Context: an optimization exercise on an open-source flow, tuned for small area and few clock cycles per item. The choices shown serve that exercise and are no tape-out recipe. Function was checked by simulation only, so behaviour that the tests miss may differ from the original.

## flow/design.v (module list and top-level ports; edited modules follow where they fit)
// module fp_mul_pipe: 2162 lines
// module fpm_fa: 10 lines
// module fpm_ha: 9 lines
module fp_mul_pipe #(
   parameter int EXP_W = 8,
   parameter int MAN_W = 23
) (
   input  logic                     clk,
   input  logic                     rst,
   input  logic                     in_valid,
   output logic                     in_ready,
   input  logic [EXP_W+MAN_W:0]     in_a,
   input  logic [EXP_W+MAN_W:0]     in_b,
   output logic                     out_valid,
   input  logic                     out_ready,
   output logic [EXP_W+MAN_W:0]     out_z,
   output logic [3:0]               out_flags
);
  // ...
==> flow/flow/run.sh <==
#!/bin/bash
set -euo pipefail
here=$(pwd)
{
  head -n 1 synth_recipe.tcl
  cat <<EOF
proc abc {args} {
  set i [lsearch -exact \$args -script]
  if { \$i >= 0 } { lset args [expr { \$i + 1 }] {$here/flow/abc.script} }
  yosys abc {*}\$args
}
EOF
  tail -n +2 synth_recipe.tcl
} > own_synth.tcl
bash standard.sh "SYNTH_SCRIPT=$here/own_synth.tcl" "BUFFER_PORTS_ARGS=-buffer_cell sky130_fd_sc_hd__buf_1" finish > standard_flow.log 2>&1
==> flow/flow/abc.script <==
strash
dch
map
topo
==> flow/standard.sh <==
#!/bin/bash
# synth_recipe.tcl (not shown) runs the flow's synth.tcl, then flattens the netlist and writes it again
# the make line also repeats each setting of config.mk as NAME=value (left out here)
make -C /OpenROAD-flow-scripts/flow DESIGN_CONFIG=/design/flow/config.mk WORK_HOME=/design/flow/orfs CLKGATE_MAP_FILE= SYNTH_SCRIPT=/design/flow/synth_recipe.tcl "${@:-finish}"
==> flow/config.mk <==
export PLATFORM = sky130hd
export DESIGN_NAME = fp_mul_pipe
export DESIGN_NICKNAME = fp_mul_pipe
export VERILOG_FILES = /design/flow/design.v
export SDC_FILE = /design/flow/constraint.sdc
export NUM_CORES = 4
export LEC_CHECK = 0
export ABC_AREA = 1
export CAP_MARGIN = 20
export CORE_MARGIN = 2
export CORE_UTILIZATION = 40
export SLEW_MARGIN = 20
export SYNTH_HIERARCHICAL = 1
==> flow/constraint.sdc <==
create_clock -name core_clock -period 8.5 [get_ports {clk}]
set_input_delay 1.7000 -clock core_clock [delete_from_list [all_inputs] [get_ports {clk}]]
set_output_delay 1.7000 -clock core_clock [all_outputs]
set_load 0.01 [all_outputs]
==> run notes, run 1 <==
clk buf depth 2; Metal-1 WL 20980 um; largest net degree at the start of global routing 43; post-CTS resize count 0; Post-Layout Cell Count 2175; simple-gate share of the synthesized area 0.08310; clock slew at reported path FFs 0.06 ns; Die ar. 0.03760 mm^2; Post-Route WL roughly 50000 um; post-route setup TNS 0 ns; Gate Count Post-Synth 1506; wire length on met3 5731 um; Setup Viol. Count Final 0; sequential fraction of total cell area 0.07142; status finished clean; Worst Setup SP in_b[7]; Die Width 193.9 um; Non-clock buffer share 0.06711; dpl hpwl just over 40000 um; DRT antenna net count 0; Final min period 8.059 ns; Initial Util 0.4055; Worst Hold Margin 1.120 ns; top-count cell post-synth xor2_1; num ports 106; Layout clock area frac 0.009235
Testbench counts, summed over its fixed seeds: cycles 12,008, items 12,000.
==> inputs of run 2 (changes only) <==
--- a/flow/config.mk
+++ b/flow/config.mk
@@ -8,6 +8,8 @@
 export ABC_AREA = 1
 export CAP_MARGIN = 20
 export CORE_MARGIN = 2
-export CORE_UTILIZATION = 40
+export CORE_UTILIZATION = 35
+export CTS_BUF_LIST = sky130_fd_sc_hd__clkbuf_8
+export GPL_TIMING_DRIVEN = 0
 export SLEW_MARGIN = 20
 export SYNTH_HIERARCHICAL = 1
==> run 2 against run 1 <==
  * Critical endpoint is now r_p[25]
  * Register-to-register slack improved by 0.24 ns
  * Non-clock buffer count shrank 76
  * Clock skew increased by 0.0025 ns
  * Sequential share of layout area hardly changed
  * Cell count fell by 0.32%
  * Critical path type unchanged
  * Core utilization fell by 5.9 points
  * Design area fell by 0.33%
  * Count of clock-buffer cells in the layout did not move
  * Still clean
==> run notes, run 2 <==
status finished clean (unchanged); Largest regs r_p: 26 flops, r_e: 9 flops (unchanged); Post-Layout Cell Count 2168 (was 2175); Vias 13230 (was 13200); most frequent cells in the layout xor2_1 (279), fa_1 (271), o22ai_1 (267) (unchanged); Max transition margin 0.2494 (was 0.4163); clk buf depth 2 (unchanged); CTS H-tree lvls 2 (unchanged); CTS tree built (unchanged); share of layout cells above drive strength 1 0.05685 (was 0.07485); Hold Crit Endpoint ov (unchanged); Initial Util 0.3541 (was 0.4055); Mean Syn Cell Area 9.578 um^2 (unchanged); Post-synth EDFFs 38 (unchanged); max-cap viol count 0 (unchanged); Post-Route WL 51700 um (was 51250 um); vias per std cell 6.102 (was 6.068); vias in the first global route 14140 (was 13350); Clock Skew 0.006814 ns (was 0.004301 ns); sequential share of the synthesized area 0.08050 (unchanged); Die ar. 0.04285 mm^2 (was 0.03760 mm^2); r2r startpoint ov (unchanged); placed cell areas 0.01583 mm^2 (was 0.01609 mm^2); top-count cell post-synth xor2_1 (unchanged); Mapped Area 0.01442 mm^2 (unchanged); Clk Latency, worst-skew pair 0.30 ns (was 0.28 ns); hold_sp ov (unchanged); Max Slew Vio Count 0 (unchanged); CP Launch Type input pin (unchanged); dpl hpwl 36180 um (was 40420 um); Layout area overhead 12.34% (was 12.72%); total CTS buffers 5 (unchanged); async set-reset flop share out of synthesis 0 (unchanged); Setup Viol. Count Final 0 (unchanged); Gate Count Post-Synth 1506 (unchanged); clock slew at reported path FFs 0.08 ns (was 0.06 ns); placer congestion estimate 0.8913 (was 0.9576); Crit. End Element flip-flop (unchanged); first-pass GRT wire length 79180 um (was 79160 um); Die Width 207.0 um (was 193.9 um); die height 207.0 um (was 193.9 um); achievable clock frequency 0.1208 GHz (was 0.1241 GHz); critical path peak fanout 12 (was 11); Non-Filler Cell Area, Final 0.01620 mm^2 (was 0.01626 mm^2); crit path kind in -> reg (unchanged); Ys Warns 7 (unchanged); ANT cells 0 (was 4); Top Usage Layer GRT met2 (unchanged); clk root buf clkbuf_8 (was clkbuf_16); fin nets 2066 (was 2139); DRT Pass-1 Iters 7 (was 6); top cell type's share of synthesized area 0.3761 (unchanged); main area contributors after synthesis fa_1 (38%), xor2_1 (17%), o22ai_1 (12%) (unchanged); ys flop type edfxtp_1 (unchanged); Largest register FFs 26 (unchanged); WP data arrival 8.32 ns (was 8.19 ns); DRT antenna net count 0 (unchanged); CTS Hold Bufs 0 (unchanged); largest net degree at the start of global routing 34 (was 43); core area 0.04074 mm^2 (was 0.03557 mm^2); WHS Path Cells 2 (unchanged); Final Hold Fails 0 (unchanged); Global Route met3 Usage 0.04169 (was 0.05636); library cells used by synthesis 37 (unchanged); global-route usage over all layers 0.2330 (was 0.2701); grt met2 use 0.3832 (was 0.4165); wire per inst 23.85 um (was 23.56 um); reg2reg setup slack 7.39 ns (was 7.15 ns); met1 Use GR 0.3026 (was 0.3777); DRC 0 (unchanged); R2R Path End r_sgn (unchanged); Slew @ Worst Pin 1.119 ns (was 0.8724 ns); Placed Instances 2157 (was 2163); Final min period 8.279 ns (was 8.059 ns); setup bufs post-CTS 0 (unchanged); post-synthesis register bit count 39 (unchanged); Worst Hold Margin 0.6769 ns (was 1.120 ns); CTS sink cnt 39 (unchanged); total gr overflow 0 (unchanged); syn_nets 1936 (unchanged); post-synth top area cell fa_1 (unchanged); most flop-heavy register r_p (unchanged); IO buf count 105 (unchanged); num ports 106 (unchanged); cells on worst reg2reg path 2 (was 1); commonest non-fill, non-tap cell in the layout xor2_1 (unchanged); DR iter-0 viols 1418 (was 1477); Core Rows 74 (was 69); WP data required 8.54 ns (was 8.63 ns); Tightest Hold Check Type reg -> reg (unchanged); antenna violations before repair 0 (was 5); Post-synth top cells xor2_1 (279), fa_1 (271), o22ai_1 (267) (unchanged); fraction of the cycle the final worst path needs 0.9740 (was 0.9482)
-- run 2: cell counts after synthesis --
Identical to the previous run, type by type.
-- run 2: per-layer routing --
layer  routed length (um)  up-vias
li1                     -     5669
met2                24110      822
met5                    0        -
met1                20730     6584
met4                 1959        0
met3                 4909      154
-- run 2: final cells by class --
type	count	area, um^2
Fill cell	4044	24530
Timing Repair Buffer	120	770.7
Clock buffer	5	68.82
Inverter	117	490.5
Sequential cell	39	1161
Tap cell	532	665.6
Clock inverter	2	37.54
Multi-Input combinational cell	1353	13010
-- run 2: worst max path at each step --
stage          startpoint       to  slack, ns  depth (start not counted)
6_report         in_b[14]  r_p[25]       0.22                         24
4_1_cts          in_b[13]  r_p[25]       0.03                         23
3_3_place_gp     in_b[13]  r_p[25]      -2.84                         22
5_1_grt          in_b[14]  r_p[25]      -0.07                         22
3_5_place_dp      in_b[0]  r_p[25]      -1.37                         21
2_1_floorplan     in_b[0]  r_p[25]       0.94                         20
-- run 2: cells by family (layout without fill, tap and decap cells) --
family | count (synthesis) | count (layout) | share of synthesized area
compound gates | 421 | 421 | 0.1790
xor+xnor | 282 | 282 | 0.1712
fa+ha+maj | 362 | 362 | 0.4551
buf+inv | 117 | 244 | 0.03045
flops | 39 | 39 | 0.08050
mux | 1 | 1 | 0.0006940
simple gates | 284 | 287 | 0.08310
-- run 2: what timing repair did --
item,4_1_cts,5_1_grt
pin swaps,0,3
gates cloned,0,3
resized for setup,35,40
endpoints found under the setup margin,21,13
-- run 2: stage by stage --
stage | TNS [ns] | setup WS [ns] | utilization
final | 0 | 0.2210 | 0.3978
after global routing | -0.1499 | -0.06724 | 0.3978
after CTS | 0 | 0.02807 | 0.3937
after detailed placement | -18.13 | -1.367 | 0.3886
after global placement | -56.64 | -2.839 | 0.3801
after floorplan | 0 | 0.9367 | -
-- run 2: per-module statistics from Yosys, one instance, submodules excluded --
module	times used	area (um^2)
fpm_fa	256	20.02
fpm_ha	51	12.51
fp_mul_pipe	1	8661
-- run 2: critical path, stage by stage --
cell,delay [ns]
buf_1,0.19
clkinv_1,0.16
o21ai_0,0.63
nand2_4,0.32
o22ai_1,0.29
xor2_1,0.23
fa_1,0.47
fa_1,0.47
fa_1,0.47
fa_1,0.53
fa_1,0.42
ha_1,0.34
and2_2,0.16
nand2_1,0.06
o21ai_0,0.35
nand2_1,0.09
nand2_1,0.08
o21bai_4,0.20
a21oi_4,0.11
o21bai_1,0.22
a21oi_1,0.12
fa_1,0.38
xor2_1,0.18
o211ai_1,0.11
==> inputs of run 3 (changes only) <==
--- a/flow/config.mk
+++ b/flow/config.mk
@@ -10,6 +10,6 @@
 export CORE_MARGIN = 2
 export CORE_UTILIZATION = 35
 export CTS_BUF_LIST = sky130_fd_sc_hd__clkbuf_8
-export GPL_TIMING_DRIVEN = 0
+export PLACE_DENSITY = 0.75
 export SLEW_MARGIN = 20
 export SYNTH_HIERARCHICAL = 1
==> run 3 against run 2 <==
  * Worst setup slack improved by 0.19 ns
  * Via count grew 1.9%
  * Sequential share of layout area is essentially flat
  * Sequential cell count unchanged
  * Critical endpoint unchanged
==> run notes, run 3 <==
Ys Warns 7 (unchanged); antenna violations before repair 2 (was 0); vias per std cell 6.038 (was 6.102); mux cell area share after synthesis 0.0006940 (unchanged); critical path peak fanout 14 (was 12); post-synth top area cell fa_1 (unchanged); dpl hpwl 40060 um (was 36180 um); Max Slew Vio Count 0 (unchanged); Layout area overhead 12.49% (was 12.34%); Final Hold Fails 0 (unchanged); most flop-heavy register r_p (unchanged); placed cell areas 0.01611 mm^2 (was 0.01583 mm^2); Core Rows 74 (unchanged); first-pass GRT wire length 78010 um (was 79180 um); Largest regs r_p: 26 flops, r_e: 9 flops (unchanged); CTS tree built (unchanged); xor and xnor fraction of the mapped netlist area 0.1712 (unchanged); CP Launch Type input pin (unchanged); DRT antenna net count 0 (unchanged); total gr overflow 0 (unchanged); simple-gate share of the synthesized area 0.08310 (unchanged); Slew @ Worst Pin 0.9150 ns (was 1.119 ns); clk buf depth 2 (unchanged); slowest stage delay, CP 0.60 ns (was 0.63 ns); WP data arrival 8.13 ns (was 8.32 ns); cell mode on critical path fa_1 (unchanged); post-synthesis register bit count 39 (unchanged); DRT Pass-1 Iters 6 (was 7); fin nets 2129 (was 2066); setup bufs post-CTS 0 (unchanged); IO buf count 105 (unchanged); fraction of the cycle the final worst path needs 0.9521 (was 0.9740); Final min period 8.093 ns (was 8.279 ns); status finished clean (unchanged); Slowest-stage cell, CP fa_1 (was o21ai_0); Post-synth EDFFs 38 (unchanged); sequential share of the synthesized area 0.08050 (unchanged); Clk Latency, worst-skew pair 0.29 ns (was 0.30 ns); top cell type's share of synthesized area 0.3761 (unchanged); top-count cell post-synth xor2_1 (unchanged); Tightest Hold Check Type reg -> reg (unchanged); Die ar. 0.04285 mm^2 (unchanged); Non-Filler Cell Area, Final 0.01623 mm^2 (was 0.01620 mm^2); Setup Viol. Count Final 0 (unchanged); worst path buffer plus inverter count 3 (was 2); main area contributors after synthesis fa_1 (38%), xor2_1 (17%), o22ai_1 (12%) (unchanged); crit path kind in -> reg (unchanged); max-cap viol count 0 (unchanged); WP data required 8.53 ns (was 8.54 ns); Crit. End Element flip-flop (unchanged); placer congestion estimate 1.017 (was 0.8913); share of layout cells above drive strength 1 0.07004 (was 0.05685); num ports 106 (unchanged); Initial Util 0.3541 (unchanged); CTS sink cnt 39 (unchanged); Max transition margin 0.3885 (was 0.2494); clk root buf clkbuf_8 (unchanged); Clock Skew 0.006133 ns (was 0.006814 ns); Mean Syn Cell Area 9.578 um^2 (unchanged); Vias 13480 (was 13230); Die Width 207.0 um (unchanged); total CTS buffers 5 (unchanged); largest net degree at the start of global routing 47 (was 34); CTS H-tree lvls 2 (unchanged); wire per inst 22.47 um (was 23.85 um); core area 0.04074 mm^2 (unchanged); vias in the first global route 13540 (was 14140); largest family of logic cells by synthesized area adder cells (unchanged); die height 207.0 um (unchanged); library cells used by synthesis 37 (unchanged); Gate Count Post-Synth 1506 (unchanged); global-route usage over all layers 0.2295 (was 0.2330); DR iter-0 viols 1575 (was 1418); clock slew at reported path FFs 0.08 ns (about the same); Post-Route WL 50140 um (was 51700 um); RSZ-0062 raised after global routing no; Largest register FFs 26 (unchanged); Layout fillers 4061 (was 4044); CP delay by family, top adder cells (unchanged); commonest non-fill, non-tap cell in the layout xor2_1 (unchanged); DRC 0 (unchanged); compound-cell area share of the yosys netlist 0.1790 (unchanged); Synth Area in Adders 0.4551 (unchanged); ys flop type edfxtp_1 (unchanged); achievable clock frequency 0.1236 GHz (was 0.1208 GHz); async set-reset flop share out of synthesis 0 (unchanged); most frequent cells in the layout xor2_1 (279), fa_1 (271), o22ai_1 (267) (unchanged); syn_nets 1936 (unchanged); Post-synth top cells xor2_1 (279), fa_1 (271), o22ai_1 (267) (unchanged); Mapped Area 0.01442 mm^2 (unchanged); post-route setup TNS 0 ns (unchanged)
==> run 3: cell counts after synthesis <==
Identical to the previous run, type by type.
==> run 3: logic make-up (layout without fill, tap and decap cells) <==
| family | count (synthesis) | count (layout) |
|---|---|---|
| buffers and inverters | 117 | 310 |
| AO/OA/AOI/OAI | 421 | 421 |
| flip-flops | 39 | 39 |
| multiplexers | 1 | 1 |
| other | 0 | 1 |
| AND/OR/NAND/NOR | 284 | 284 |
| adder cells (fa/ha/maj) | 362 | 362 |
| XOR/XNOR | 282 | 282 |
==> run 3: area by class of cell <==
type,count,area [um^2],share of cell area
Multi-Input combinational cell,1350,12830,0.7910
Sequential cell,39,1161,0.07156
Timing Repair Buffer,186,1016,0.06262
Tap cell,532,665.6,0.04102
Inverter,117,439.2,0.02707
Clock buffer,5,68.82,0.004241
Clock inverter,2,37.54,0.002313
Antenna cell,1,2.502,0.0001542
==> run 3: worst paths after layout <==
path	from	end	slack (ns)	cells after the start
worst max register to register	ov	r_p[7]	7.31	2
worst min-delay path	ov	ov	0.89	3
worst max-delay path	in_b[11]	r_p[25]	0.41	25
worst min register to register	ov	ov	0.89	3
==> run 3: tightest hold or removal path, delay by kind of cell, from the launching register on <==
kind                   cells  cell delay, ns
DFF                        1            0.35
buffers and inverters      1            0.28
AOI/OAI and AO/OA          1            0.18
and+or+nand+nor            1            0.05
==> run 3: stage by stage <==
stage,hold slack [ns],instances,setup slack [ns],utilization
global placement,0.8652,2224,0.05399,0.3954
detailed placement,0.8952,2224,-0.1077,0.3954
finish,0.8931,2232,0.4069,0.3983
CTS,0.9157,2231,0.2106,0.3980
floorplan,1.400,1506,0.9367,-
global route,0.9763,2232,0.04577,0.3983
==> run 3: routing by layer <==
layer / track usage / up-vias / routed length (um)
met5: 0 / - / 13
met4: 0.09557 / 2 / 2462
met3: 0.05200 / 154 / 5959
met1: 0.3019 / 6573 / 19300
li1: - / 5787 / -
met2: 0.3648 / 960 / 22400
==> run 3: what timing repair did <==
action	in CTS	in global routing
hold endpoints to repair	0	0
gates resized for setup	0	4
setup endpoints to repair	0	6
hold buffers	0	0
==> run 3: modules after synthesis, one instance, submodules excluded <==
module / cell area, um^2 / flops+latches / cells / times used
fp_mul_pipe: 8661 / 39 / 1199 / 1
fpm_fa: 20.02 / 0 / 1 / 256
fpm_ha: 12.51 / 0 / 1 / 51
==> inputs of run 4 (changes only) <==
==> flow/flow/abc.script (replaced) <==
strash
dc2
dch
map
topo
--- a/flow/config.mk
+++ b/flow/config.mk
@@ -10,6 +10,5 @@
 export CORE_MARGIN = 2
 export CORE_UTILIZATION = 35
 export CTS_BUF_LIST = sky130_fd_sc_hd__clkbuf_8
-export PLACE_DENSITY = 0.75
 export SLEW_MARGIN = 20
 export SYNTH_HIERARCHICAL = 1
==> run 4 against run 3 <==
  * Via count shrank 2.4%
  * Critical path type unchanged
  * Synthesized cell count shrank 0.40%
  * Sequential cell count is the same
  * Critical path depth grew 9
  * Largest cell class unchanged
  * Design area grew 1.8%
  * Core utilization grew 1.5 points
  * First-iteration DRC count shrank 11%
==> run notes, run 4 <==
post-synth top area cell fa_1 (unchanged); crit path kind in -> reg (unchanged); Core Rows 73 (was 74); fraction of the cycle the final worst path needs 0.9446 (was 0.9521); library cells used by synthesis 30 (was 37); core area 0.04001 mm^2 (was 0.04074 mm^2); antenna violations before repair 0 (was 2); CTS tree built (unchanged); Setup Viol. Count Final 0 (unchanged); footprint of the multi-input gates 0.01265 mm^2 (was 0.01283 mm^2); Gate Count Post-Synth 1500 (was 1506); Layout fillers 3944 (was 4061); Clk Latency, worst-skew pair 0.31 ns (was 0.29 ns); placer congestion estimate 0.9940 (was 1.017); async set-reset flop share out of synthesis 0 (unchanged); ANT cells 0 (was 1); placed cell areas 0.01635 mm^2 (was 0.01611 mm^2); die height 205.9 um (was 207.0 um); Largest regs r_p: 26 flops, r_e: 9 flops (unchanged); WP data arrival 8.08 ns (was 8.13 ns); Layout area overhead 15.85% (was 12.49%); share of layout cells above drive strength 1 0.1002 (was 0.07004); clock slew at reported path FFs 0.09 ns (was 0.08 ns); Post-synth EDFFs 38 (unchanged); CP Launch Type input pin (unchanged); CTS H-tree lvls 2 (unchanged); top cell type's share of synthesized area 0.3804 (was 0.3761); cells on worst reg2reg path 1 (was 2); post-synthesis register bit count 39 (unchanged); Final Hold Fails 0 (unchanged); main area contributors after synthesis fa_1 (38%), xor2_1 (16%), o22ai_1 (11%) (was fa_1 (38%), xor2_1 (17%), o22ai_1 (12%)); Slew @ Worst Pin 1.049 ns (was 0.9150 ns); vias per std cell 5.820 (was 6.038); most flop-heavy register r_p (unchanged); achievable clock frequency 0.1246 GHz (was 0.1236 GHz); Max Slew Vio Count 0 (unchanged); WP data required 8.55 ns (was 8.53 ns); sequential share of the synthesized area 0.08142 (was 0.08050); Mean Syn Cell Area 9.507 um^2 (was 9.578 um^2); Layout Utilization 0.4130 (was 0.3983); num ports 106 (unchanged); syn_nets 1930 (was 1936); wire per inst 23.22 um (was 22.47 um); Mapped Area 0.01426 mm^2 (was 0.01442 mm^2); Die ar. 0.04238 mm^2 (was 0.04285 mm^2); CP Depth 34 (was 25); WHS Path Cells 2 (was 3); Post-synth top cells fa_1 (271), xor2_1 (261), o22ai_1 (249) (was xor2_1 (279), fa_1 (271), o22ai_1 (267)); clk root buf clkbuf_8 (unchanged); slowest stage delay, CP 0.52 ns (was 0.60 ns); first-pass GRT wire length 81380 um (was 78010 um); Max transition margin 0.2941 (was 0.3885); DRT antenna net count 0 (unchanged); status finished clean (unchanged); Ys Warns 7 (unchanged); DRC 0 (unchanged); Non-Filler Cell Area, Final 0.01652 mm^2 (was 0.01623 mm^2); worst path buffer plus inverter count 4 (was 3); Crit. End Element flip-flop (unchanged); CTS sink cnt 39 (unchanged); top-count cell post-synth fa_1 (was xor2_1); Final min period 8.029 ns (was 8.093 ns); CP delay by family, top adder cells (unchanged); max-cap viol count 0 (unchanged); Die Width 205.9 um (was 207.0 um); largest net degree at the start of global routing 41 (was 47); Post-Route WL 52510 um (was 50140 um); Largest register FFs 26 (unchanged); Post-Layout Cell Count 2261 (was 2232); Placed Instances 2253 (was 2224); Initial Util 0.3565 (was 0.3541); dpl hpwl 42590 um (was 40060 um); pre-CTS setup slack -0.2482 ns (was -0.1077 ns); commonest non-fill, non-tap cell in the layout fa_1 (was xor2_1); post-CTS resize count 0 (unchanged); Worst Setup Slack, final 0.4713 ns (was 0.4069 ns); global-route usage over all layers 0.2523 (was 0.2295); Slowest-stage cell, CP fa_1 (unchanged); storage element area 0.001161 mm^2 (unchanged); total gr overflow 0 (unchanged); fin nets 2165 (was 2129); DR iter-0 viols 1400 (was 1575); most frequent cells in the layout fa_1 (271), xor2_1 (261), o22ai_1 (248) (was xor2_1 (279), fa_1 (271), o22ai_1 (267)); DRT Pass-1 Iters 5 (was 6); ys flop type edfxtp_1 (unchanged); vias in the first global route 13370 (was 13540); total CTS buffers 5 (unchanged); Tightest Hold Check Type reg -> reg (unchanged); IO buf count 105 (unchanged); Clock Skew 0.01887 ns (was 0.006133 ns); setup bufs post-CTS 0 (unchanged); CTS Hold Bufs 0 (unchanged); Vias 13160 (was 13480); clk buf depth 2 (unchanged); critical path peak fanout 15 (was 14)
## run 4: cell count changes in the layout (fill, tap and decap cells not counted), moves of 18 or more
cell and delta:
a22oi_1 +19, buf_4 +33, nand2_1 +31, nor2_1 -20, o22ai_1 -19, xor2_1 -18
## run 4: area by class of cell
cell class / count / share of cell area
well taps: 525 / 0.03976
multi-input cells: 1328 / 0.7656
flip-flops and latches: 39 / 0.07028
clock buffers: 5 / 0.004165
inverters: 133 / 0.03044
clock inverters: 3 / 0.002802
repair buffers: 228 / 0.08694
## run 4: worst paths after layout
path,startpoint,end,slack (ns)
max,in_b[13],r_p[23],0.47
min,ov,ov,1.15
max reg2reg,ov,r_p[6],7.10
min reg2reg,ov,ov,1.15
## run 4: stage by stage
step	hold WS, ns	TNS (ns)
2_1_floorplan	1.400	0
3_3_place_gp	1.162	-0.1793
3_5_place_dp	1.195	-0.5782
4_1_cts	1.199	0
5_1_grt	1.265	-0.001588
6_report	1.147	0
## run 4: per-layer routing
| metal | vias to the layer above | wire [um] | share of wire | track usage |
|---|---|---|---|---|
| li1 | 5790 | - | - | - |
| met1 | 6505 | 21890 | 0.42 | 0.3536 |
| met2 | 739 | 23530 | 0.45 | 0.3991 |
| met3 | 124 | 4753 | 0.091 | 0.03106 |
| met4 | 0 | 2335 | 0.044 | 0.09643 |
| met5 | - | 0 | 0 | 0 |
## run 4: per-module statistics from Yosys (local to each module, per instance)
module | flops+latches | cells | area [um^2]
fpm_ha | 0 | 1 | 12.51
fpm_fa | 0 | 1 | 20.02
fp_mul_pipe | 39 | 1193 | 8498
## run 4: logic make-up after synthesis
family                     synth area share
buffers and inverters               0.03501
adders and majority gates            0.4603
DFF                                 0.08142
xor gates and xnor gates             0.1627
and+or+nand+nor                     0.08519
AOI/OAI and AO/OA                    0.1754
==> inputs of run 5 (changes only) <==
==> flow/flow/abc.script (replaced) <==
strash
dch
map
topo
--- a/flow/config.mk
+++ b/flow/config.mk
@@ -8,7 +8,7 @@
 export ABC_AREA = 1
 export CAP_MARGIN = 20
 export CORE_MARGIN = 2
-export CORE_UTILIZATION = 35
+export CORE_UTILIZATION = 45
 export CTS_BUF_LIST = sky130_fd_sc_hd__clkbuf_8
 export SLEW_MARGIN = 20
 export SYNTH_HIERARCHICAL = 1
==> run 5 against run 4 <==
  * Die area fell by 21%
  * Synthesized area rose by 1.1%
  * Global-route usage rose by 4.8 points
  * Synthesized cell count rose by 0.40%
  * Sequential share of layout area rose by 0.17 points
  * Sequential cell count did not move
  * First-iteration DRC count fell by 7.6%
  * Hold slack got worse by 0.27 ns
  * Count of clock-buffer cells in the layout did not move
  * Largest cell class unchanged
==> run notes, run 5 <==
status finished clean (unchanged); top-count cell post-synth xor2_1 (was fa_1); dpl hpwl 39240 um (was 42590 um); commonest non-fill, non-tap cell in the layout xor2_1 (was fa_1); Crit. End Element flip-flop (unchanged); most frequent cells in the layout xor2_1 (279), fa_1 (271), o22ai_1 (267) (was fa_1 (271), xor2_1 (261), o22ai_1 (248)); total CTS buffers 5 (unchanged); Post-synth EDFFs 38 (unchanged); fraction of the cycle the final worst path needs 0.9599 (was 0.9446); WP data arrival 8.31 ns (was 8.08 ns); post-synth top area cell fa_1 (unchanged); sequential share of the synthesized area 0.08050 (was 0.08142); Final min period 8.159 ns (was 8.029 ns); DRT antenna net count 0 (unchanged); core area 0.03156 mm^2 (was 0.04001 mm^2); Mapped Area 0.01442 mm^2 (was 0.01426 mm^2); placer congestion estimate 0.9518 (was 0.9940); clock slew at reported path FFs 0.08 ns (was 0.09 ns); setup bufs post-CTS 0 (unchanged); Mean Syn Cell Area 9.578 um^2 (was 9.507 um^2); Core Rows 65 (was 73); Largest regs r_p: 26 flops, r_e: 9 flops (unchanged); crit-path cells clkbuf_2 > clkinv_1 > o21ai_0 > nand2_1 > o22ai_1 > xor2_1 > fa_1 > fa_1 > fa_1 > fa_1 > fa_1 > ha_1 > and2_2 > a221oi_1 > o21ai_0 > nand2_1 > nand2_1 > o21bai_1 > a21oi_1 > o21bai_1 > a21oi_1 > fa_1 > o21bai_1; Ys Warns 7 (unchanged); largest net degree at the start of global routing 43 (was 41); Max Slew Vio Count 0 (unchanged); CTS tree built (unchanged); antenna violations before repair 1 (was 0); total gr overflow 0 (unchanged); placed cell areas 0.01601 mm^2 (was 0.01635 mm^2); CP delay by family, top adder cells (unchanged); most flop-heavy register r_p (unchanged); Max transition margin 0.4109 (was 0.2941); Tightest Hold Check Type reg -> reg (unchanged); Clock Skew 0.01038 ns (was 0.01887 ns); syn_nets 1936 (was 1930); reg2reg setup slack 7.33 ns (was 7.10 ns); num ports 106 (unchanged); library cells used by synthesis 37 (was 30); CTS H-tree lvls 2 (unchanged); DR iter-0 viols 1293 (was 1400); main area contributors after synthesis fa_1 (38%), xor2_1 (17%), o22ai_1 (12%) (was fa_1 (38%), xor2_1 (16%), o22ai_1 (11%)); post-CTS resize count 0 (unchanged); top cell type's share of synthesized area 0.3761 (was 0.3804); Setup Viol. Count Final 0 (unchanged); critical path peak fanout 14 (was 15); max-cap viol count 0 (unchanged); first-pass GRT wire length 77230 um (was 81380 um); async set-reset flop share out of synthesis 0 (unchanged); clk root buf clkbuf_8 (unchanged); Die Width 183.0 um (was 205.9 um); share of layout cells above drive strength 1 0.07431 (was 0.1002); Post-Route WL 49620 um (was 52510 um); vias per std cell 6.242 (was 5.820); Layout Utilization 0.5112 (was 0.4130); fin nets 2138 (was 2165); met2 wire len 21700 um (was 23530 um); DRT Pass-1 Iters 8 (was 5); Post-synth top cells xor2_1 (279), fa_1 (271), o22ai_1 (267) (was fa_1 (271), xor2_1 (261), o22ai_1 (249)); wire per inst 23.49 um (was 23.22 um); DRC 0 (unchanged); Metal-1 WL 20500 um (was 21890 um); crit path kind in -> reg (unchanged); global-route usage over all layers 0.3006 (was 0.2523); ys flop type edfxtp_1 (unchanged); IO buf count 105 (unchanged); Layout area overhead 11.83% (was 15.85%); wire length on met3 5489 um (was 4753 um); cell mode on critical path fa_1; achievable clock frequency 0.1226 GHz (was 0.1246 GHz); CTS sink cnt 39 (unchanged); Final Hold Fails 0 (unchanged); post-route setup TNS 0 ns (unchanged); Clk Latency, worst-skew pair 0.30 ns (was 0.31 ns); Die ar. 0.03350 mm^2 (was 0.04238 mm^2); post-synthesis register bit count 39 (unchanged); WP data required 8.65 ns (was 8.55 ns); CP Launch Type input pin (unchanged); CTS Hold Bufs 0 (unchanged); worst path buffer plus inverter count 2 (was 4); Vias 13180 (was 13160); highest metal used met4 (unchanged); Gate Count Post-Synth 1506 (was 1500); Non-Filler Cell Area, Final 0.01613 mm^2 (was 0.01652 mm^2); Largest register FFs 26 (unchanged); vias in the first global route 13230 (was 13370); slowest stage delay, CP 0.51 ns (was 0.52 ns); Slew @ Worst Pin 0.8816 ns (was 1.049 ns); clk buf depth 2 (unchanged); RSZ-0062 raised after global routing no; Slowest-stage cell, CP fa_1 (unchanged); die height 183.0 um (was 205.9 um); Initial Util 0.4571 (was 0.3565)
-- run 5: cell types whose count changed in the layout (fill, tap and decap cells not counted), moves of 8 or more --
cell | before | now
nand2_1 | 147 | 117
buf_4 | 114 | 90
nor2_1 | 84 | 104
a22oi_1 | 23 | 4
o22ai_1 | 248 | 267
xor2_1 | 261 | 279
clkinv_1 | 131 | 117
o21ai_0 | 49 | 62
buf_12 | 8 | 0
nand4_1 | 14 | 22
-- run 5: layer usage --
metal | GRT usage | vias to the layer above
li1 | - | 5800
met1 | 0.4241 | 6448
met2 | 0.4662 | 796
met3 | 0.06195 | 140
met4 | 0.09440 | 0
met5 | 0 | -
-- run 5: worst paths after layout --
check	from	endpoint	depth (start not counted)
hold reg to reg	ov	ov	3
setup / recovery	in_b[7]	r_p[24]	23
hold / removal	ov	ov	3
setup reg to reg	ov	r_st	2
-- run 5: layout make-up --
class | count | area [um^2]
well taps | 402 | 503.0
clock inverters | 3 | 43.79
repair buffers | 195 | 1084
multi-input cells | 1350 | 12830
clock buffers | 5 | 68.82
flip-flops and latches | 39 | 1161
fillers | 3015 | 15420
diodes | 1 | 2.502
inverters | 117 | 439.2
-- run 5: worst register-to-register path, cell delays in order (launching register included) --
cell	delay, ns
dfxtp_1	0.32
nand2_2	0.06
buf_4	0.41
-- run 5: metrics by stage --
| stage | worst slack [ns] | hold WS [ns] | cells |
|---|---|---|---|
| floorplan | 0.9367 | 1.400 | 1506 |
| global placement | 0.2026 | 0.8617 | 2103 |
| detailed placement | 0.03255 | 0.8937 | 2103 |
| CTS | 0.3547 | 0.9137 | 2111 |
| global route | 0.02390 | 0.9600 | 2112 |
| finish | 0.3408 | 0.8806 | 2112 |
-- run 5: modules after synthesis, one instance, submodules excluded --
module	flip-flops and latches	cell area, um^2
fp_mul_pipe	39	8661
fpm_fa	0	20.02
fpm_ha	0	12.51
-- run 5: cell families (layout without fill, tap and decap cells) --
group,Yosys count,count (layout),synth area share
compound gates,421,421,0.1790
xor+xnor,282,282,0.1712
fa+ha+maj,362,362,0.4551
buf+inv,117,320,0.03045
flops,39,39,0.08050
mux,1,1,0.0006940
other cells,0,1,0
simple gates,284,284,0.08310
==> inputs of run 6 (changes only) <==
--- a/flow/config.mk
+++ b/flow/config.mk
@@ -8,7 +8,8 @@
 export ABC_AREA = 1
 export CAP_MARGIN = 20
 export CORE_MARGIN = 2
-export CORE_UTILIZATION = 45
+export CORE_UTILIZATION = 35
 export CTS_BUF_LIST = sky130_fd_sc_hd__clkbuf_8
+export GPL_ROUTABILITY_DRIVEN = 0
 export SLEW_MARGIN = 20
 export SYNTH_HIERARCHICAL = 1
==> run 6 against run 5 <==
  * First-iteration DRC count is 5.7% lower
  * Non-clock buffer count is 11 lower
  * Worst setup slack lost 0.051 ns
  * Hold slack improved by 0.29 ns
  * Critical path depth rose by 1
  * Clock skew down 0.0075 ns
  * Critical path type unchanged
  * Highest routed layer is now met5
==> run notes, run 6 <==
fin nets 2127 (was 2138); cell mode on critical path fa_1 (unchanged); status finished clean (unchanged); DRT Pass-1 Iters 5 (was 8); setup bufs post-CTS 0 (unchanged); Post-Layout Cell Count 2230 (was 2112); WP data arrival 8.24 ns (was 8.31 ns); CP Launch Type input pin (unchanged); CP Depth 24 (was 23); DR iter-0 viols 1219 (was 1293); slowest stage delay, CP 0.52 ns (was 0.51 ns); CTS sink cnt 39 (unchanged); Core Rows 74 (was 65); largest net degree at the start of global routing 42 (was 43); WHS Path Cells 2 (was 3); Max transition margin 0.3712 (was 0.4109); WP data required 8.53 ns (was 8.65 ns); Placed Instances 2222 (was 2103); IO buf count 105 (unchanged); post-route setup TNS 0 ns (unchanged); wire per inst 22.30 um (was 23.49 um); CTS Hold Bufs 0 (unchanged); hold_sp ov (unchanged); worst path buffer plus inverter count 2 (unchanged); clk buf depth 2 (unchanged); library cells used by synthesis 37 (unchanged); vias per std cell 5.915 (was 6.242); clk root buf clkbuf_8 (unchanged); Setup Viol. Count Final 0 (unchanged); CP delay by family, top adder cells (unchanged); post-synth top area cell fa_1 (unchanged); Layout fillers 4151 (was 3015); syn_nets 1936 (unchanged); antenna violations before repair 3 (was 1); Initial Util 0.3541 (was 0.4571); Worst Setup SP in_b[7] (unchanged); sequential share of the synthesized area 0.08050 (unchanged); async set-reset flop share out of synthesis 0 (unchanged); dpl hpwl 38830 um (was 39240 um); Metal-1 WL 20870 um (was 20500 um); Ys Warns 7 (unchanged); clock slew at reported path FFs 0.08 ns (about the same); Largest register FFs 26 (unchanged); most frequent cells in the layout xor2_1 (279), fa_1 (271), o22ai_1 (267) (unchanged); commonest non-fill, non-tap cell in the layout xor2_1 (unchanged); met2 wire len 22420 um (was 21700 um); CTS H-tree lvls 2 (unchanged); Largest regs r_p: 26 flops, r_e: 9 flops (unchanged); post-CTS resize count 0 (unchanged); Crit. End Element flip-flop (unchanged); vias in the first global route 13440 (was 13230); CTS tree built (unchanged); highest metal used met5 (was met4); Post-Route WL 49740 um (was 49620 um); total CTS buffers 5 (unchanged); Slew @ Worst Pin 0.9398 ns (was 0.8816 ns); footprint of the multi-input gates 0.01283 mm^2 (about the same); Final Hold Fails 0 (unchanged); core area 0.04074 mm^2 (was 0.03156 mm^2); total gr overflow 0 (unchanged); fraction of the cycle the final worst path needs 0.9659 (was 0.9599); pre-CTS setup slack 0.08403 ns (was 0.03255 ns); achievable clock frequency 0.1218 GHz (was 0.1226 GHz); first-pass GRT wire length 77090 um (was 77230 um); Max Slew Vio Count 0 (unchanged); die height 207.0 um (was 183.0 um); share of layout cells above drive strength 1 0.06718 (was 0.07431); most flop-heavy register r_p (unchanged); main area contributors after synthesis fa_1 (38%), xor2_1 (17%), o22ai_1 (12%) (unchanged); Vias 13190 (was 13180); wire length on met3 4614 um (was 5489 um); critical path peak fanout 15 (was 14); Worst Hold Margin 1.174 ns (was 0.8806 ns); top-count cell post-synth xor2_1 (unchanged); Mapped Area 0.01442 mm^2 (unchanged); Mean Syn Cell Area 9.578 um^2 (unchanged); Clk Latency, worst-skew pair 0.29 ns (was 0.30 ns); Tightest Hold Check Type reg -> reg (unchanged); Worst Setup Slack, final 0.2899 ns (was 0.3408 ns); Clock Skew 0.002891 ns (was 0.01038 ns); DRT antenna net count 0 (unchanged); storage element area 0.001161 mm^2 (unchanged); Slowest-stage cell, CP fa_1 (unchanged); max-cap viol count 0 (unchanged); Layout area overhead 12.41% (was 11.83%); Die Width 207.0 um (was 183.0 um); ys flop type edfxtp_1 (unchanged); post-synthesis register bit count 39 (unchanged); top cell type's share of synthesized area 0.3761 (unchanged); RSZ-0062 raised after global routing no (unchanged); Die ar. 0.04285 mm^2 (was 0.03350 mm^2); Post-synth EDFFs 38 (unchanged); global-route usage over all layers 0.2269 (was 0.3006); Final min period 8.210 ns (was 8.159 ns); DRC 0 (unchanged); r2r startpoint ov (unchanged); Gate Count Post-Synth 1506 (unchanged); num ports 106 (unchanged); crit path kind in -> reg (unchanged); cells on worst reg2reg path 1 (was 2); Post-synth top cells xor2_1 (279), fa_1 (271), o22ai_1 (267) (unchanged); crit-path cells clkbuf_2 > clkinv_1 > o21ai_0 > nand2_1 > o22ai_1 > xor2_1 > fa_1 > fa_1 > fa_1 > fa_1 > fa_1 > ha_1 > and2_2 > nand2_1 > o21ai_0 > nand2_1 > nand2_1 > o21bai_1 > a21oi_1 > o21bai_1 > a21oi_1 > fa_1 > xor2_1 > o211ai_1 (was clkbuf_2 > clkinv_1 > o21ai_0 > nand2_1 > o22ai_1 > xor2_1 > fa_1 > fa_1 > fa_1 > fa_1 > fa_1 > ha_1 > and2_2 > a221oi_1 > o21ai_0 > nand2_1 > nand2_1 > o21bai_1 > a21oi_1 > o21bai_1 > a21oi_1 > fa_1 > o21bai_1)
-- run 6: cell counts after synthesis --
Identical to the previous run, type by type.
-- run 6: final cells by class --
type,count,area share
Sequential cell,39,0.07161
Clock buffer,5,0.004244
Inverter,117,0.02709
Clock inverter,2,0.002315
Tap cell,532,0.04105
Antenna cell,1,0.0001543
Timing Repair Buffer,184,0.06250
Multi-Input combinational cell,1350,0.7910
-- run 6: final timing paths --
path / endpoint / slack, ns
worst max-delay path: r_p[25] / 0.29
worst min-delay path: ov / 1.17
worst max register to register: r_p[22] / 7.11
worst min register to register: ov / 1.17
-- run 6: through the flow --
stage | instance area, um^2 | utilization
final | 16210 | 0.3980
after global routing | 16210 | 0.3980
after CTS | 16210 | 0.3979
after detailed placement | 16110 | 0.3953
after global placement | 16110 | 0.3953
after floorplan | 14420 | -
-- run 6: cells by family (layout without fill, tap and decap cells) --
kind of cell,count (synthesis),after routing,share of synthesized area
AO/OA/AOI/OAI,421,421,0.1790
adder cells (fa/ha/maj),362,362,0.4551
AND/OR/NAND/NOR,284,284,0.08310
XOR/XNOR,282,282,0.1712
buffers and inverters,117,308,0.03045
flip-flops,39,39,0.08050
multiplexers,1,1,0.0006940
other,0,1,0
-- run 6: Yosys stat by module (local to each module, per instance) --
| module | flip-flops and latches | cells | cell area (um^2) | copies in the design |
|---|---|---|---|---|
| fp_mul_pipe | 39 | 1199 | 8661 | 1 |
| fpm_fa | 0 | 1 | 20.02 | 256 |
| fpm_ha | 0 | 1 | 12.51 | 51 |
-- run 6: routing by layer --
metal	global-route usage	vias up
met3	0.03669	107
met5	0	-
li1	-	5784
met2	0.3570	750
met4	0.08424	4
met1	0.3147	6546
==> inputs of run 7 (changes only) <==
--- a/flow/config.mk
+++ b/flow/config.mk
@@ -7,9 +7,9 @@
 export LEC_CHECK = 0
 export ABC_AREA = 1
 export CAP_MARGIN = 20
+export CORE_ASPECT_RATIO = 1.6
 export CORE_MARGIN = 2
 export CORE_UTILIZATION = 35
 export CTS_BUF_LIST = sky130_fd_sc_hd__clkbuf_8
-export GPL_ROUTABILITY_DRIVEN = 0
 export SLEW_MARGIN = 20
 export SYNTH_HIERARCHICAL = 1
==> run 7 against run 6 <==
  * Core utilization increased by 0.31 points
  * Count of clock-buffer cells in the layout unchanged
  * Critical path depth decreased by 1
  * Sequential share of layout area decreased by 0.088 points
  * Clock skew increased by 0.0077 ns
  * Synthesized area unchanged
  * Global-route usage increased by 1.9 points
  * Critical path type unchanged
  * Critical endpoint unchanged
  * Largest cell class unchanged
==> run notes, run 7 <==
post-synth top area cell fa_1 (unchanged); pre-CTS setup slack 0.1560 ns (was 0.08403 ns); placed cell areas 0.01633 mm^2 (was 0.01611 mm^2); Post-synth top cells xor2_1 (279), fa_1 (271), o22ai_1 (267) (unchanged); simple-gate share of the synthesized area 0.08310 (unchanged); dpl hpwl 42270 um (was 38830 um); DR iter-0 viols 1058 (was 1219); clk buf depth 2 (unchanged); total gr overflow 0 (unchanged); Initial Util 0.3524 (was 0.3541); Setup Viol. Count Final 0 (unchanged); CTS tree built (unchanged); r2r startpoint ov (unchanged); Placed Instances 2250 (was 2222); share of layout cells above drive strength 1 0.08497 (was 0.06718); first-pass GRT wire length 80690 um (was 77090 um); Die Width 164.5 um (was 207.0 um); Die ar. 0.04290 mm^2 (was 0.04285 mm^2); Largest register FFs 26 (unchanged); Clock Skew 0.01055 ns (was 0.002891 ns); crit path kind in -> reg (unchanged); Vias 13070 (was 13190); RSZ-0062 raised after global routing no (unchanged); R2R Path End r_p[12] (was r_p[22]); placer congestion estimate 0.9746; async set-reset flop share out of synthesis 0 (unchanged); Tightest Hold Check Type reg -> reg (unchanged); setup bufs post-CTS 0 (unchanged); largest family of logic cells by synthesized area adder cells (unchanged); Post-synth EDFFs 38 (unchanged); CTS H-tree lvls 2 (unchanged); DRT Pass-1 Iters 5 (unchanged); die height 260.8 um (was 207.0 um); library cells used by synthesis 37 (unchanged); crit-path cells clkbuf_2 > clkinv_1 > o21ai_0 > nand2_1 > buf_4 > o22ai_1 > xor2_1 > fa_1 > fa_1 > fa_1 > fa_1 > o22ai_1 > nor2_1 > o21ai_0 > nor4_1 > a21oi_1 > o21bai_1 > a21oi_1 > o21bai_1 > a21oi_1 > fa_1 > xor2_1 > o211ai_1 (was clkbuf_2 > clkinv_1 > o21ai_0 > nand2_1 > o22ai_1 > xor2_1 > fa_1 > fa_1 > fa_1 > fa_1 > fa_1 > ha_1 > and2_2 > nand2_1 > o21ai_0 > nand2_1 > nand2_1 > o21bai_1 > a21oi_1 > o21bai_1 > a21oi_1 > fa_1 > xor2_1 > o211ai_1); top cell type's share of synthesized area 0.3761 (unchanged); mux cell area share after synthesis 0.0006940 (unchanged); fin nets 2159 (was 2127); Core Rows 94 (was 74); Layout fillers 4198 (was 4151); Gate Count Post-Synth 1506 (unchanged); post-synthesis register bit count 39 (unchanged); compound-cell area share of the yosys netlist 0.1790 (unchanged); total CTS buffers 5 (unchanged); cell mode on critical path fa_1 (unchanged); worst path buffer plus inverter count 3 (was 2); vias per std cell 5.787 (was 5.915); Largest regs r_p: 26 flops, r_e: 9 flops (unchanged); Mapped Area 0.01442 mm^2 (unchanged); Worst Setup Slack, final 0.3419 ns (was 0.2899 ns); most flop-heavy register r_p (unchanged); Mean Syn Cell Area 9.578 um^2 (unchanged); main area contributors after synthesis fa_1 (38%), xor2_1 (17%), o22ai_1 (12%) (unchanged); largest net degree at the start of global routing 41 (was 42); Final min period 8.158 ns (was 8.210 ns); CP Capture Point r_p[25] (unchanged); core area 0.04093 mm^2 (was 0.04074 mm^2); Slowest-stage cell, CP fa_1 (unchanged); top-count cell post-synth xor2_1 (unchanged); cells on worst reg2reg path 1 (unchanged); Final Hold Fails 0 (unchanged); status finished clean (unchanged); syn_nets 1936 (unchanged); Clk Latency, worst-skew pair 0.29 ns (about the same); global-route usage over all layers 0.2462 (was 0.2269); Layout area overhead 13.82% (was 12.41%); DRT antenna net count 0 (unchanged); WP data arrival 8.18 ns (was 8.24 ns); CTS sink cnt 39 (unchanged); reg2reg setup slack 7.13 ns (was 7.11 ns); vias in the first global route 13990 (was 13440); post-route setup TNS 0 ns (unchanged); CP Launch Type input pin (unchanged); fraction of the cycle the final worst path needs 0.9598 (was 0.9659); IO buf count 105 (unchanged); Post-Layout Cell Count 2258 (was 2230); num ports 106 (unchanged); wire per inst 23.32 um (was 22.30 um); Crit. End Element flip-flop (unchanged); most frequent cells in the layout xor2_1 (279), fa_1 (271), o22ai_1 (267) (unchanged); achievable clock frequency 0.1226 GHz (was 0.1218 GHz); Max transition margin 0.4072 (was 0.3712); slowest stage delay, CP 0.59 ns (was 0.52 ns); Post-Route WL 52660 um (was 49740 um); DRC 0 (unchanged); post-CTS resize count 0 (unchanged); clk root buf clkbuf_8 (unchanged); clock slew at reported path FFs 0.08 ns (about the same); Synth Area in Adders 0.4551 (unchanged); commonest non-fill, non-tap cell in the layout xor2_1 (unchanged); sequential share of the synthesized area 0.08050 (unchanged); WP data required 8.53 ns (about the same); Slew @ Worst Pin 0.8860 ns (was 0.9398 ns); Ys Warns 7 (unchanged); Non-Filler Cell Area, Final 0.01642 mm^2 (was 0.01621 mm^2); antenna violations before repair 0 (was 3); critical path peak fanout 12 (was 15); max-cap viol count 0 (unchanged); Worst Setup SP in_b[7] (unchanged); CP delay by family, top adder cells (unchanged); ys flop type edfxtp_1 (unchanged); Max Slew Vio Count 0 (unchanged); CP Depth 23 (was 24); xor and xnor fraction of the mapped netlist area 0.1712 (unchanged); ANT cells 0 (was 1); CTS Hold Bufs 0 (unchanged)
run 7: per-layer routing:
layer / wire length [um] / track usage / vias to the layer above
li1: - / - / 5842
met4: 3461 / 0.1444 / 0
met3: 3064 / 0.02352 / 174
met1: 19420 / 0.2823 / 6436
met2: 26710 / 0.4410 / 616
met5: 0 / 0 / -
run 7: cells by family after synthesis:
family / after synthesis
buffers and inverters: 117
xor gates and xnor gates: 282
DFF: 39
and+or+nand+nor: 284
AOI/OAI and AO/OA: 421
adders and majority gates: 362
muxes: 1
run 7: worst min path at each step:
stage,cells after the start,from,slack (ns),to
floorplan,2,ov,1.40,ov
global placement,2,ov,1.12,ov
detailed placement,2,ov,1.16,ov
CTS,2,ov,1.17,ov
global route,2,ov,1.23,ov
finish,2,ov,1.12,ov
run 7: final cells by class:
class,count,area (um^2),share of cell area
flip-flops and latches,39,1161,0.07073
repair buffers,216,1241,0.07560
clock inverters,3,20.02,0.001219
clock buffers,5,68.82,0.004192
well taps,528,660.6,0.04024
inverters,117,439.2,0.02675
multi-input cells,1350,12830,0.7813
run 7: metrics by stage:
step                hold slack (ns)  utilization
finish                        1.123       0.4011
global route                  1.230       0.4011
CTS                           1.172       0.4011
detailed placement            1.160       0.3989
global placement              1.123       0.3989
floorplan                     1.400            -
run 7: Yosys stat by module (local to each module, per instance):
module	times used	cell area, um^2	flip-flops and latches	cells
fpm_fa	256	20.02	0	1
fpm_ha	51	12.51	0	1
fp_mul_pipe	1	8661	39	1199
==> inputs of run 8 (changes only) <==
--- a/flow/config.mk
+++ b/flow/config.mk
@@ -7,7 +7,6 @@
 export LEC_CHECK = 0
 export ABC_AREA = 1
 export CAP_MARGIN = 20
-export CORE_ASPECT_RATIO = 1.6
 export CORE_MARGIN = 2
 export CORE_UTILIZATION = 35
 export CTS_BUF_LIST = sky130_fd_sc_hd__clkbuf_8
==> run 8 against run 7 <==
  * Still clean on timing, DRC and antenna
  * Core utilization shrank 0.31 points
  * Worst setup slack gained 0.062 ns
  * Critical path depth decreased by 1
  * Design area is 1.2% lower
  * Cell count decreased by 1.1%
  * Clock skew down 0.0038 ns
  * Sequential cell count is the same
  * Critical path type unchanged
  * Highest routed layer unchanged
==> run notes, run 8 <==
Global Route met3 Usage 0.04321 (was 0.02352); CTS H-tree lvls 2 (unchanged); die height 207.0 um (was 260.8 um); main area contributors after synthesis fa_1 (38%), xor2_1 (17%), o22ai_1 (12%) (unchanged); Top Usage Layer GRT met2 (unchanged); async set-reset flop share out of synthesis 0 (unchanged); Vias 13120 (was 13070); clk buf depth 2 (unchanged); CP Launch Type input pin (unchanged); Ys Warns 7 (unchanged); achievable clock frequency 0.1235 GHz (was 0.1226 GHz); CTS tree built (unchanged); Slew @ Worst Pin 0.9434 ns (was 0.8860 ns); top cell type's share of synthesized area 0.3761 (unchanged); max-cap viol count 0 (unchanged); Mean Syn Cell Area 9.578 um^2 (unchanged); DRT antenna net count 0 (unchanged); Final Hold Fails 0 (unchanged); post-route setup TNS 0 ns (unchanged); Die Width 207.0 um (was 164.5 um); top-count cell post-synth xor2_1 (unchanged); clock slew at reported path FFs 0.08 ns (about the same); Post-Route WL 50840 um (was 52660 um); Final min period 8.096 ns (was 8.158 ns); DRT Pass-1 Iters 6 (was 5); Setup Viol. Count Final 0 (unchanged); Core Rows 74 (was 94); share of layout cells above drive strength 1 0.06777 (was 0.08497); Tightest Hold Check Type reg -> reg (unchanged); Layout area overhead 12.41% (was 13.82%); sequential share of the synthesized area 0.08050 (unchanged); CTS sink cnt 39 (unchanged); Gate Count Post-Synth 1506 (unchanged); Clk Latency, worst-skew pair 0.29 ns (about the same); Clock Skew 0.006726 ns (was 0.01055 ns); Post-synth EDFFs 38 (unchanged); DR iter-0 viols 1498 (was 1058); antenna violations before repair 5 (was 0); placer congestion estimate 0.9566 (was 0.9746); total CTS buffers 5 (unchanged); Placed Instances 2222 (was 2250); commonest non-fill, non-tap cell in the layout xor2_1 (unchanged); Max transition margin 0.3695 (was 0.4072); fin nets 2127 (was 2159); Largest regs r_p: 26 flops, r_e: 9 flops (unchanged); Die ar. 0.04285 mm^2 (was 0.04290 mm^2); Mapped Area 0.01442 mm^2 (unchanged); Layout fillers 4096 (was 4198); cells on worst reg2reg path 1 (unchanged); syn_nets 1936 (unchanged); IO buf count 105 (unchanged); WP data arrival 8.13 ns (was 8.18 ns); DRC 0 (unchanged); Initial Util 0.3541 (was 0.3524); fraction of the cycle the final worst path needs 0.9525 (was 0.9598); library cells used by synthesis 37 (unchanged); Post-synth top cells xor2_1 (279), fa_1 (271), o22ai_1 (267) (unchanged); Post-Layout Cell Count 2234 (was 2258); vias in the first global route 13470 (was 13990); crit path kind in -> reg (unchanged); Max Slew Vio Count 0 (unchanged); pre-CTS setup slack 0.07210 ns (was 0.1560 ns); global-route usage over all layers 0.2339 (was 0.2462); ys flop type edfxtp_1 (unchanged); num ports 106 (unchanged); post-synth top area cell fa_1 (unchanged); dpl hpwl 39830 um (was 42270 um); met1 Use GR 0.3219 (was 0.2823); vias per std cell 5.875 (was 5.787); critical path peak fanout 15 (was 12); status finished clean (unchanged); Largest register FFs 26 (unchanged); Worst Setup Slack, final 0.4040 ns (was 0.3419 ns); core area 0.04074 mm^2 (was 0.04093 mm^2); WHS Path Cells 2 (unchanged); most frequent cells in the layout xor2_1 (279), fa_1 (271), o22ai_1 (267) (unchanged); post-synthesis register bit count 39 (unchanged); total gr overflow 0 (unchanged); first-pass GRT wire length 79040 um (was 80690 um); grt met2 use 0.3618 (was 0.4410); clk root buf clkbuf_8 (unchanged); largest net degree at the start of global routing 43 (was 41); Crit. End Element flip-flop (unchanged); wire per inst 22.76 um (was 23.32 um); WP data required 8.54 ns (was 8.53 ns); most flop-heavy register r_p (unchanged); RSZ-0062 raised after global routing no (unchanged)
-- run 8: cell counts after synthesis --
No cell type changed its count.
-- run 8: worst max-delay path: stages --
cell	delay, ns
clkbuf_2	0.17
clkinv_1	0.28
o21ai_0	0.24
nand2_1	0.42
o22ai_1	0.35
xor2_1	0.24
fa_1	0.50
fa_1	0.50
fa_1	0.41
fa_1	0.54
fa_1	0.47
ha_1	0.33
nand2_1	0.08
nor4_1	0.36
nand2_1	0.10
o21bai_1	0.24
a21oi_1	0.14
o21bai_1	0.24
a21oi_1	0.12
fa_1	0.40
xor2_1	0.17
o211ai_1	0.11
-- run 8: Yosys stat by module (local to each module, per instance) --
module	cells inside	copies in the design	flip-flops and latches
fp_mul_pipe	1199	1	39
fpm_fa	1	256	0
fpm_ha	1	51	0
-- run 8: repair_timing --
action,CTS,global route
buffers inserted,0,0
endpoints found under the setup margin,0,2
resized for setup,0,1
hold buffers,0,0
-- run 8: routing by layer --
metal  vias up  part of all wire
li1       5790                 -
met5         -                 0
met2       770              0.44
met4         0             0.047
met3       136             0.098
met1      6428              0.41
-- run 8: cell type report --
class	count	area (um^2)	share of cell area
clock buffers	5	68.82	0.004244
diodes	5	12.51	0.0007717
flip-flops and latches	39	1161	0.07161
multi-input cells	1350	12830	0.7912
inverters	117	439.2	0.02709
clock inverters	2	37.54	0.002315
repair buffers	184	1001	0.06173
well taps	532	665.6	0.04105
-- run 8: kinds of logic after synthesis --
logic type | after synthesis | synth area share
and+or+nand+nor | 284 | 0.08310
adders and majority gates | 362 | 0.4551
DFF | 39 | 0.08050
xor gates and xnor gates | 282 | 0.1712
buffers and inverters | 117 | 0.03045
muxes | 1 | 0.0006940
AOI/OAI and AO/OA | 421 | 0.1790
-- run 8: path summary, 6_finish.rpt --
kind         startpoint  endpoint  slack, ns
max            in_b[13]   r_p[25]       0.40
min                  ov        ov       1.16
max reg2reg          ov    r_e[0]       7.10
min reg2reg          ov        ov       1.16
-- run 8: metrics by stage --
step	utilization	hold WS (ns)	cell area, um^2
CTS	0.3976	1.220	16200
detailed placement	0.3950	1.212	16090
global route	0.3978	1.259	16210
floorplan	-	1.400	14420
finish	0.3980	1.159	16210
global placement	0.3950	1.179	16090
==> inputs of run 9 (changes only) <==
--- a/flow/config.mk
+++ b/flow/config.mk
@@ -7,6 +7,7 @@
 export LEC_CHECK = 0
 export ABC_AREA = 1
 export CAP_MARGIN = 20
+export CORE_ASPECT_RATIO = 0.6
 export CORE_MARGIN = 2
 export CORE_UTILIZATION = 35
 export CTS_BUF_LIST = sky130_fd_sc_hd__clkbuf_8
==> run 9 against run 8 <==
  * Core utilization is 1.1 points higher
  * Hold slack worse by 0.29 ns
  * Still clean
  * Highest routed layer is now met5
  * First-iteration DRC count is 1.0% lower
  * Routed wire length is 6.1% higher
==> run notes, run 9 <==
DR iter-0 viols 1483 (was 1498); most frequent cells in the layout xor2_1 (279), fa_1 (271), o22ai_1 (267) (unchanged); dpl hpwl 44980 um (was 39830 um); antenna violations before repair 1 (was 5); sequential share of the synthesized area 0.08050 (unchanged); clk buf depth 2 (unchanged); placed cell areas 0.01652 mm^2 (was 0.01609 mm^2); Worst Hold Margin 0.8697 ns (was 1.159 ns); CTS H-tree lvls 2 (unchanged); critical path peak fanout 8 (was 15); ys flop type edfxtp_1 (unchanged); top-count cell post-synth xor2_1 (unchanged); DRT antenna net count 0 (unchanged); WP data required 8.55 ns (was 8.54 ns); crit path kind in -> reg (unchanged); Mapped Area 0.01442 mm^2 (unchanged); Slew @ Worst Pin 1.027 ns (was 0.9434 ns); share of layout cells above drive strength 1 0.09127 (was 0.06777); die height 161.2 um (was 207.0 um); Largest regs r_p: 26 flops, r_e: 9 flops (unchanged); WP data arrival 8.13 ns (about the same); IO buf count 105 (unchanged); Core Rows 57 (was 74); Gate Count Post-Synth 1506 (unchanged); ANT cells 0 (was 5); core area 0.04058 mm^2 (was 0.04074 mm^2); CTS tree built (unchanged); fraction of the cycle the final worst path needs 0.9513 (was 0.9525); Vias 13250 (was 13120); main area contributors after synthesis fa_1 (38%), xor2_1 (17%), o22ai_1 (12%) (unchanged); placer congestion estimate 0.9689 (was 0.9566); library cells used by synthesis 37 (unchanged); Placed Instances 2266 (was 2222); Post-synth top cells xor2_1 (279), fa_1 (271), o22ai_1 (267) (unchanged); global-route usage over all layers 0.2557 (was 0.2339); Mean Syn Cell Area 9.578 um^2 (unchanged); post-route setup TNS 0 ns (unchanged); Clk Latency, worst-skew pair 0.30 ns (was 0.29 ns); Final min period 8.086 ns (was 8.096 ns); Layout Utilization 0.4091 (was 0.3980); setup bufs post-CTS 0 (unchanged); crit-path cells clkbuf_2 > clkinv_1 > o21ai_0 > nand2_1 > o22ai_1 > xor2_1 > ha_1 > fa_1 > fa_1 > fa_1 > fa_1 > ha_1 > and2_2 > nand2_1 > o21ai_0 > nand2_1 > nand2_1 > o21bai_1 > a21oi_1 > o21bai_1 > a21oi_1 > fa_1 > xor2_1 > o211ai_1 (was clkbuf_2 > clkinv_1 > o21ai_0 > nand2_1 > o22ai_1 > xor2_1 > fa_1 > fa_1 > fa_1 > fa_1 > fa_1 > ha_1 > nand2_1 > nor4_1 > nand2_1 > o21bai_1 > a21oi_1 > o21bai_1 > a21oi_1 > fa_1 > xor2_1 > o211ai_1); largest net degree at the start of global routing 42 (was 43); CP Launch Type input pin (unchanged); CTS Hold Bufs 0 (unchanged); post-synthesis register bit count 39 (unchanged); Post-Layout Cell Count 2273 (was 2234); Initial Util 0.3554 (was 0.3541); commonest non-fill, non-tap cell in the layout xor2_1 (unchanged); Setup Viol. Count Final 0 (unchanged); vias in the first global route 13510 (was 13470); Post-Route WL 53950 um (was 50840 um); Final Hold Fails 0 (unchanged); Max Slew Vio Count 0 (unchanged); total gr overflow 0 (unchanged); first-pass GRT wire length 82940 um (was 79040 um); DRT Pass-1 Iters 5 (was 6); status finished clean (unchanged); async set-reset flop share out of synthesis 0 (unchanged); slowest stage delay, CP 0.55 ns (was 0.54 ns); Post-synth EDFFs 38 (unchanged); CTS sink cnt 39 (unchanged); num ports 106 (unchanged); post-synth top area cell fa_1 (unchanged); fin nets 2172 (was 2127); Ys Warns 7 (unchanged); wire per inst 23.73 um (was 22.76 um); Slowest-stage cell, CP o21ai_0 (was fa_1); syn_nets 1936 (unchanged); Clock Skew 0.01136 ns (was 0.006726 ns)
run 9: cell count changes in the layout (fill, tap and decap cells not counted):
cell | before | now
clkinvlp_4 | 1 | 0
clkinv_4 | 0 | 1
nand2_2 | 2 | 1
clkinv_2 | 0 | 1
buf_4 | 79 | 117
buf_12 | 0 | 7
bufinv_16 | 1 | 0
diode_2 | 5 | 0
nand2_1 | 117 | 118
run 9: kinds of logic (layout without fill, tap and decap cells):
| kind of cell | Yosys count | in the layout | synth area share |
|---|---|---|---|
| AOI/OAI and AO/OA | 421 | 421 | 0.1790 |
| xor gates and xnor gates | 282 | 282 | 0.1712 |
| adders and majority gates | 362 | 362 | 0.4551 |
| buffers and inverters | 117 | 353 | 0.03045 |
| DFF | 39 | 39 | 0.08050 |
| muxes | 1 | 1 | 0.0006940 |
| and+or+nand+nor | 284 | 284 | 0.08310 |
run 9: Yosys stat by module, one instance, submodules excluded:
module       times used  area, um^2
fp_mul_pipe           1        8661
fpm_fa              256       20.02
fpm_ha               51       12.51
run 9: area by class of cell:
cell class | instances | area (um^2)
clock buffer | 5 | 68.82
sequential | 39 | 1161
fill | 4055 | 23980
tap | 531 | 664.4
multi-input combinational | 1350 | 12830
clock inverter | 2 | 13.76
inverter | 117 | 439.2
timing repair buffer | 229 | 1426
run 9: layer usage:
| layer | track usage | routed length [um] | vias to the layer above |
|---|---|---|---|
| met4 | 0.03703 | 724 | 2 |
| li1 | - | - | 5878 |
| met5 | 0 | 9 | - |
| met2 | 0.3495 | 21230 | 685 |
| met1 | 0.3944 | 25750 | 6625 |
| met3 | 0.08340 | 6236 | 56 |
run 9: critical path: cells and delay by family:
kind                     cells  cell delay, ns
XOR/XNOR                     2            0.35
AND/OR/NAND/NOR              5            0.83
AO/OA/AOI/OAI                8            1.92
buffers and inverters        2            0.40
adder cells (fa/ha/maj)      7            2.89
run 9: worst paths after layout:
| path | depth (start not counted) | end | slack (ns) | from |
|---|---|---|---|---|
| worst min register to register | 3 | ov | 0.87 | ov |
| worst max register to register | 2 | r_p[25] | 7.29 | ov |
| worst max-delay path | 24 | r_p[25] | 0.41 | in_b[19] |
| worst min-delay path | 3 | ov | 0.87 | ov |

==> port drivers added, routing unchanged <==
In the flow no input, the clock included, has a driving cell. The finished layouts below were timed again as built, in two steps.
Step 1: set_driving_cell puts a clkbuf_16 on clk and a buf_2 on each other input, an assumption about the parent block.
Step 2 moves the port delays by t, midway between the first and last clock arrival at a register: inputs arrive t later, outputs are due t later. That takes back most of the time a late clock gives input paths.
a / b / c = ideal ports / drivers / drivers and shift; a / b = the first two.
run | t, ns | slack for setup (ns) | slew at the worst register clock pin (ns) | pins driven straight from the clock port
run 1 | 0.314 | 0.441 / 0.370 / 0.057 | 0.06 / 0.06 | 1
run 2 | 0.330 | 0.221 / 0.228 / -0.102 | 0.08 / 0.08 | 1
run 3 | 0.327 | 0.407 / 0.411 / 0.085 | 0.08 / 0.08 | 1
run 4 | 0.333 | 0.471 / 0.437 / 0.104 | 0.09 / 0.09 | 1
run 5 | 0.325 | 0.341 / 0.351 / 0.026 | 0.08 / 0.08 | 1
run 6 | 0.321 | 0.290 / 0.296 / -0.025 | 0.08 / 0.08 | 1
run 7 | 0.318 | 0.342 / 0.353 / 0.035 | 0.08 / 0.08 | 1
run 8 | 0.327 | 0.404 / 0.339 / 0.013 | 0.08 / 0.08 | 1
run 9 | 0.338 | 0.414 / 0.398 / 0.084 | 0.08 / 0.08 | 1
With both steps, setup timing fails in run 2 and run 6, where it was met with ideal ports. The setup slack of run 8, which loses most, moves by -0.065 ns with the drivers and by -0.391 ns with both steps.
